From an optimization exercise on the open Yosys and OpenROAD flow, aimed at small area, a short achievable clock period and few clock cycles per item; shortcuts taken in it are not production practice. Only simulation tests tie the RTL to the original design; equivalence was not proved.

== run A ==
==> flow/design.v (excerpt) <==
module epoch_seconds_to_date (
    input  logic        i_clk,
    input  logic        i_rst_n,
    input  logic        start,
    output logic        busy,
    input  logic [31:0] i_epoch_seconds,
    output logic        o_done,
    output logic [11:0] o_year,
    output logic [3:0]  o_month,
    output logic [4:0]  o_day,
    output logic [4:0]  o_hour,
    output logic [5:0]  o_minute,
    output logic [5:0]  o_second
);
    assign busy = 1'b0;
    logic fs_1;
    logic fc_1;
    logic fs_2;
    logic fc_2;
    logic fs_3;
    logic fc_3;
    logic r1_1;
    logic r1_2;
    logic r1_3;
    logic fs_4;
    logic fc_4;
    logic fs_5;
    logic fc_5;
    logic fs_6;
    logic fc_6;
    logic r1_4;
    logic r1_5;
    logic r1_6;
    logic fs_7;
    logic fc_7;
    logic r1_7;
    logic r1_8;
    logic fs_8;
    logic fc_8;
    logic r1_9;
    logic r1_10;
    logic r1_11;
    logic fs_9;
    logic fc_9;
    logic r1_12;
    logic r1_13;
    logic r1_14;
    logic fs_10;
    logic fc_10;
    logic r1_15;
    logic r1_16;
    logic r1_17;
    logic fs_11;
    logic fc_11;
    logic fs_12;
    logic fc_12;
    logic fs_13;
    logic fc_13;
    logic fs_14;
    logic fc_14;
  ...
Size in the first run: roughly 1000 cells after synthesis, about 330 flip-flops, roughly 75 I/O pins.
make LEC_CHECK=0 CAP_MARGIN=20 CORE_MARGIN=2 CORE_UTILIZATION=55 CTS_BUF_LIST=sky130_fd_sc_hd__clkbuf_16 CTS_CLUSTER_DIAMETER=100 CTS_CLUSTER_SIZE=20 PLACE_DENSITY=0.7 SETUP_SLACK_MARGIN=4.45 SLEW_MARGIN=20 SYNTH_HIERARCHICAL=1 finish   # period 7.0 ns
run.sh (not shown) runs the stock make flow with config.mk's settings and CLKGATE_MAP_FILE= SYNTH_SCRIPT=/design/flow/synth_recipe.tcl, a recipe that flattens the netlist after the stock synthesis.
Testbench counts of run A, summed over its fixed seeds: cycles 16,056, items 16,000.
## Diff of input files: run B against run A
-- flow/config.mk --
<<< run A, line 9
export CORE_MARGIN = 2
export CORE_UTILIZATION = 55
export CTS_BUF_LIST = sky130_fd_sc_hd__clkbuf_16
export CTS_CLUSTER_DIAMETER = 100
export CTS_CLUSTER_SIZE = 20
export PLACE_DENSITY = 0.7
export SETUP_SLACK_MARGIN = 4.45
>>> run B, line 9
export CORE_MARGIN = 2
export CORE_UTILIZATION = 40
export CTS_BUF_LIST = sky130_fd_sc_hd__clkbuf_8 sky130_fd_sc_hd__clkbuf_16
export CTS_CLUSTER_DIAMETER = 120
export CTS_CLUSTER_SIZE = 30
export PLACE_DENSITY = 0.75
export SETUP_SLACK_MARGIN = 4.45
==> comparison <==
Run A | status: complete | timing, DRC, antenna: pass. Run B went all the way through synthesis, placement and routing and the layout is clean on timing, DRC and antenna. The design area of run B and that of run A are within noise of each other. In the reports for run B and run A, the smaller final layout net count belongs to run B. Layout overhead on the synthesized area | run B above run A. Run B does worse than run A on detailed-route wire length. Global routing usage on met2 ended up 9.2 points lower on run B than on run A. For run A, the termination of the worst setup path was r3_161, unlike run B, where it was r3_145. In the metrics for run B and run A, the one carrying the higher global routing usage on met1 is run A.
The following lists how run C was set up differently from run B:
-- flow/config.mk --
<<< run B, line 9
export CORE_MARGIN = 2
export CORE_UTILIZATION = 40
export CTS_BUF_LIST = sky130_fd_sc_hd__clkbuf_8 sky130_fd_sc_hd__clkbuf_16
>>> run C, line 9
export CORE_MARGIN = 2
export CORE_UTILIZATION = 55
export CTS_BUF_LIST = sky130_fd_sc_hd__clkbuf_8 sky130_fd_sc_hd__clkbuf_16
<<< run B, line 13
export CTS_CLUSTER_SIZE = 30
export PLACE_DENSITY = 0.75
export SETUP_SLACK_MARGIN = 4.45
>>> run C, line 13
export CTS_CLUSTER_SIZE = 30
export PLACE_DENSITY = 0.7
export SETUP_SLACK_MARGIN = 4.45
==> comparison <==
Run C vs. run B: multi-input gate share of total cell area went up by 0.60 points. Run C against run B: count of buffers not belonging to the clock network in the layout went down by 5.8%, buffering overhead dropped 0.20 points, routability congestion estimate went down about 6.5%.
> inputs changed (run C -> run D)
-- flow/config.mk --
<<< run C, line 11
export CTS_BUF_LIST = sky130_fd_sc_hd__clkbuf_8 sky130_fd_sc_hd__clkbuf_16
export CTS_CLUSTER_DIAMETER = 120
export CTS_CLUSTER_SIZE = 30
export PLACE_DENSITY = 0.7
>>> run D, line 11
export CTS_BUF_LIST = sky130_fd_sc_hd__clkbuf_8 sky130_fd_sc_hd__clkbuf_16
export CTS_CLUSTER_DIAMETER = 80
export CTS_CLUSTER_SIZE = 16
export PLACE_DENSITY = 0.7
## What came out
Number of gates resized after cts on run D is down relative to run C.
Run D vs. run C: final area now sits higher, via count of the first global-routing pass now sits higher, count of clock-net buffers in the final layout now sits higher.
Critical path depth for run D: 2 up relative to run C
From run C to run D the numbers moved as follows: via count normalized by instance count fell 0.71%, wire length went up 360 um, depth of the worst register-to-register path increased 2, largest driver fanout on the critical path picked up an extra 5.

epoch_seconds_to_date again, from the RTL that the note above started with.
==> flow/config.mk <==
export PLATFORM = sky130hd
export DESIGN_NAME = epoch_seconds_to_date
export DESIGN_NICKNAME = epoch_seconds_to_date
export VERILOG_FILES = /design/flow/design.v
export SDC_FILE = /design/flow/constraint.sdc
export NUM_CORES = 4
export LEC_CHECK = 0
export CAP_MARGIN = 20
export CORE_MARGIN = 2
export CORE_UTILIZATION = 55
export CTS_BUF_LIST = sky130_fd_sc_hd__clkbuf_8 sky130_fd_sc_hd__clkbuf_16
export CTS_CLUSTER_DIAMETER = 120
export CTS_CLUSTER_SIZE = 30
export PLACE_DENSITY = 0.7
export SETUP_SLACK_MARGIN = 4.45
export SLEW_MARGIN = 20
export SYNTH_HIERARCHICAL = 1
==> flow/constraint.sdc <==
create_clock -name core_clock -period 7.0 [get_ports {i_clk}]
set_input_delay 1.4000 -clock core_clock [delete_from_list [all_inputs] [get_ports {i_clk}]]
set_output_delay 1.4000 -clock core_clock [all_outputs]
set_load 0.01 [all_outputs]
standard.sh (not shown) runs the stock make flow with config.mk's settings and CLKGATE_MAP_FILE= SYNTH_SCRIPT=/design/flow/synth_recipe.tcl, a recipe that flattens the netlist after the stock synthesis.
==> flow/flow/run.sh <==
#!/bin/bash
# The standard layout (standard.sh, unchanged synthesis and steps), with
# one difference: the buffers that the standard flow puts on every input and
# output port are made of sky130_fd_sc_hd__buf_1 instead of the delay buffer
# clkdlybuf4s50_1 that buffer_ports picks by default.  Every port still gets
# its own buffer; timing repair may resize them as usual.
set -euo pipefail
export BUFFER_PORTS_ARGS="-buffer_cell sky130_fd_sc_hd__buf_1"
export SETUP_REPAIR_SEQUENCE="unbuffer,sizedown,sizeup,swap"
bash standard.sh finish > standard.log 2>&1
Testbench counts at the start, summed over its fixed seeds: cycles 16,056, items 16,000.
Change:
==> flow/run.sh (new file) <==
#!/bin/bash
# synth_recipe.tcl (not shown) runs the flow's synth.tcl, then flattens the netlist and writes it again
# the make line also repeats each setting of config.mk as NAME=value (left out here)
make -C /OpenROAD-flow-scripts/flow DESIGN_CONFIG=/design/flow/config.mk WORK_HOME=/design/flow/orfs CLKGATE_MAP_FILE= SYNTH_SCRIPT=/design/flow/synth_recipe.tcl finish
Settings changed: SETUP_SLACK_MARGIN 4.45 to 4.55.
removed: flow/flow/run.sh
removed: flow/standard.sh
Result: Clock-buffer cell count stays the same; cell area rose by a few percent; clock skew rose by 0.0086 ns; wire length rose by a few percent; hold slack barely changes; die area stays the same.
Change:
==> flow/flow/run.sh (new file) <==
#!/bin/bash
# The standard layout (standard.sh, unchanged synthesis and steps), with
# one difference: the buffers that the standard flow puts on every input and
# output port are made of sky130_fd_sc_hd__buf_1 instead of the delay buffer
# clkdlybuf4s50_1 that buffer_ports picks by default.  Every port still gets
# its own buffer; timing repair may resize them as usual.
set -euo pipefail
export BUFFER_PORTS_ARGS="-buffer_cell sky130_fd_sc_hd__buf_1"
bash standard.sh finish > standard.log 2>&1
==> flow/standard.sh (new file) <==
#!/bin/bash
# synth_recipe.tcl (not shown) runs the flow's synth.tcl, then flattens the netlist and writes it again
# the make line also repeats each setting of config.mk as NAME=value (left out here)
make -C /OpenROAD-flow-scripts/flow DESIGN_CONFIG=/design/flow/config.mk WORK_HOME=/design/flow/orfs CLKGATE_MAP_FILE= SYNTH_SCRIPT=/design/flow/synth_recipe.tcl "${@:-finish}"
Settings changed: SETUP_SLACK_MARGIN 4.55 to 4.45.
removed: flow/run.sh
Outcome: The changed run produced a clean layout; via count came out higher by about 0.8%; critical path depth came out lower by 1; die area is unchanged; non-clock buffer count came out higher by 3; flip-flop and latch count does not change; worst setup slack loses 0.014 ns; cell count is about the same; register-to-register slack stays flat; global-route usage came out lower by 0.45 points; core utilization came out lower by 1.7 points.
Change:
==> flow/run.sh (new file) <==
#!/bin/bash
# synth_recipe.tcl (not shown) runs the flow's synth.tcl, then flattens the netlist and writes it again
# the make line also repeats each setting of config.mk as NAME=value (left out here)
make -C /OpenROAD-flow-scripts/flow DESIGN_CONFIG=/design/flow/config.mk WORK_HOME=/design/flow/orfs CLKGATE_MAP_FILE= SYNTH_SCRIPT=/design/flow/synth_recipe.tcl finish
Settings changed: ABC_CLOCK_PERIOD_IN_PS from default to 2400, CORE_UTILIZATION 55 to 40, PLACE_DENSITY 0.7 to default.
removed: flow/flow/run.sh
removed: flow/standard.sh
Die area climbs by well over a third.
Utilization drops by 15 points.
Global-route usage is lower by 3.8 points.

-- port drivers added, routing unchanged --
In the flow no input, the clock included, has a driving cell. The finished layouts below were timed again as built, in two steps. Step 1 (the two cells are an assumption about what drives the block):
set clk [get_ports {i_clk}]
set_driving_cell -lib_cell sky130_fd_sc_hd__clkbuf_16 $clk
set_driving_cell -lib_cell sky130_fd_sc_hd__buf_2 [delete_from_list [all_inputs] $clk]
Step 2, shift: input delay + t, output delay - t, t = (earliest + latest rising clock arrival at the registers) / 2. This alone moves slack from input paths to output paths. Slacks: ideal ports / drivers / drivers and shift; pairs: ideal ports / drivers.
| run | t, ns | setup slack, ns | hold slack, ns | latest minus earliest clock arrival (ns) | worst slew at a driven data input, ns |
|---|---|---|---|---|---|
| run A | 0.554 | 4.473 / 4.469 / 4.377 | 0.327 / 0.327 / 0.327 | 0.015 / 0.015 | 0.04 |
| run B | 0.533 | 4.415 / 4.415 / 4.380 | 0.333 / 0.333 / 0.333 | 0.021 / 0.020 | 0.04 |
| run C | 0.532 | 4.496 / 4.466 / 4.397 | 0.334 / 0.334 / 0.334 | 0.019 / 0.020 | 0.04 |
| run D | 0.563 | 4.456 / 4.455 / 4.385 | 0.325 / 0.325 / 0.325 | 0.010 / 0.010 | 0.03 |
| the first run of note 2 | 0.529 | 4.481 / 4.481 / 4.481 | 0.333 / 0.333 / 0.333 | 0.018 / 0.018 | 0.03 |
| the second run of note 2 | 0.532 | 4.495 / 4.495 / 4.390 | 0.330 / 0.330 / 0.330 | 0.020 / 0.019 | 0.04 |
| the third run of note 2 | 0.529 | 4.481 / 4.481 / 4.481 | 0.333 / 0.333 / 0.333 | 0.018 / 0.018 | 0.03 |
| the fourth run of note 2 | 0.536 | 4.479 / 4.474 / 4.354 | 0.336 / 0.336 / 0.336 | 0.013 / 0.013 | 0.03 |
After both steps every run listed still meets setup and hold. The setup slack of the fourth run of note 2, which loses most, moves by -0.005 ns with the drivers and by -0.125 ns with both steps.
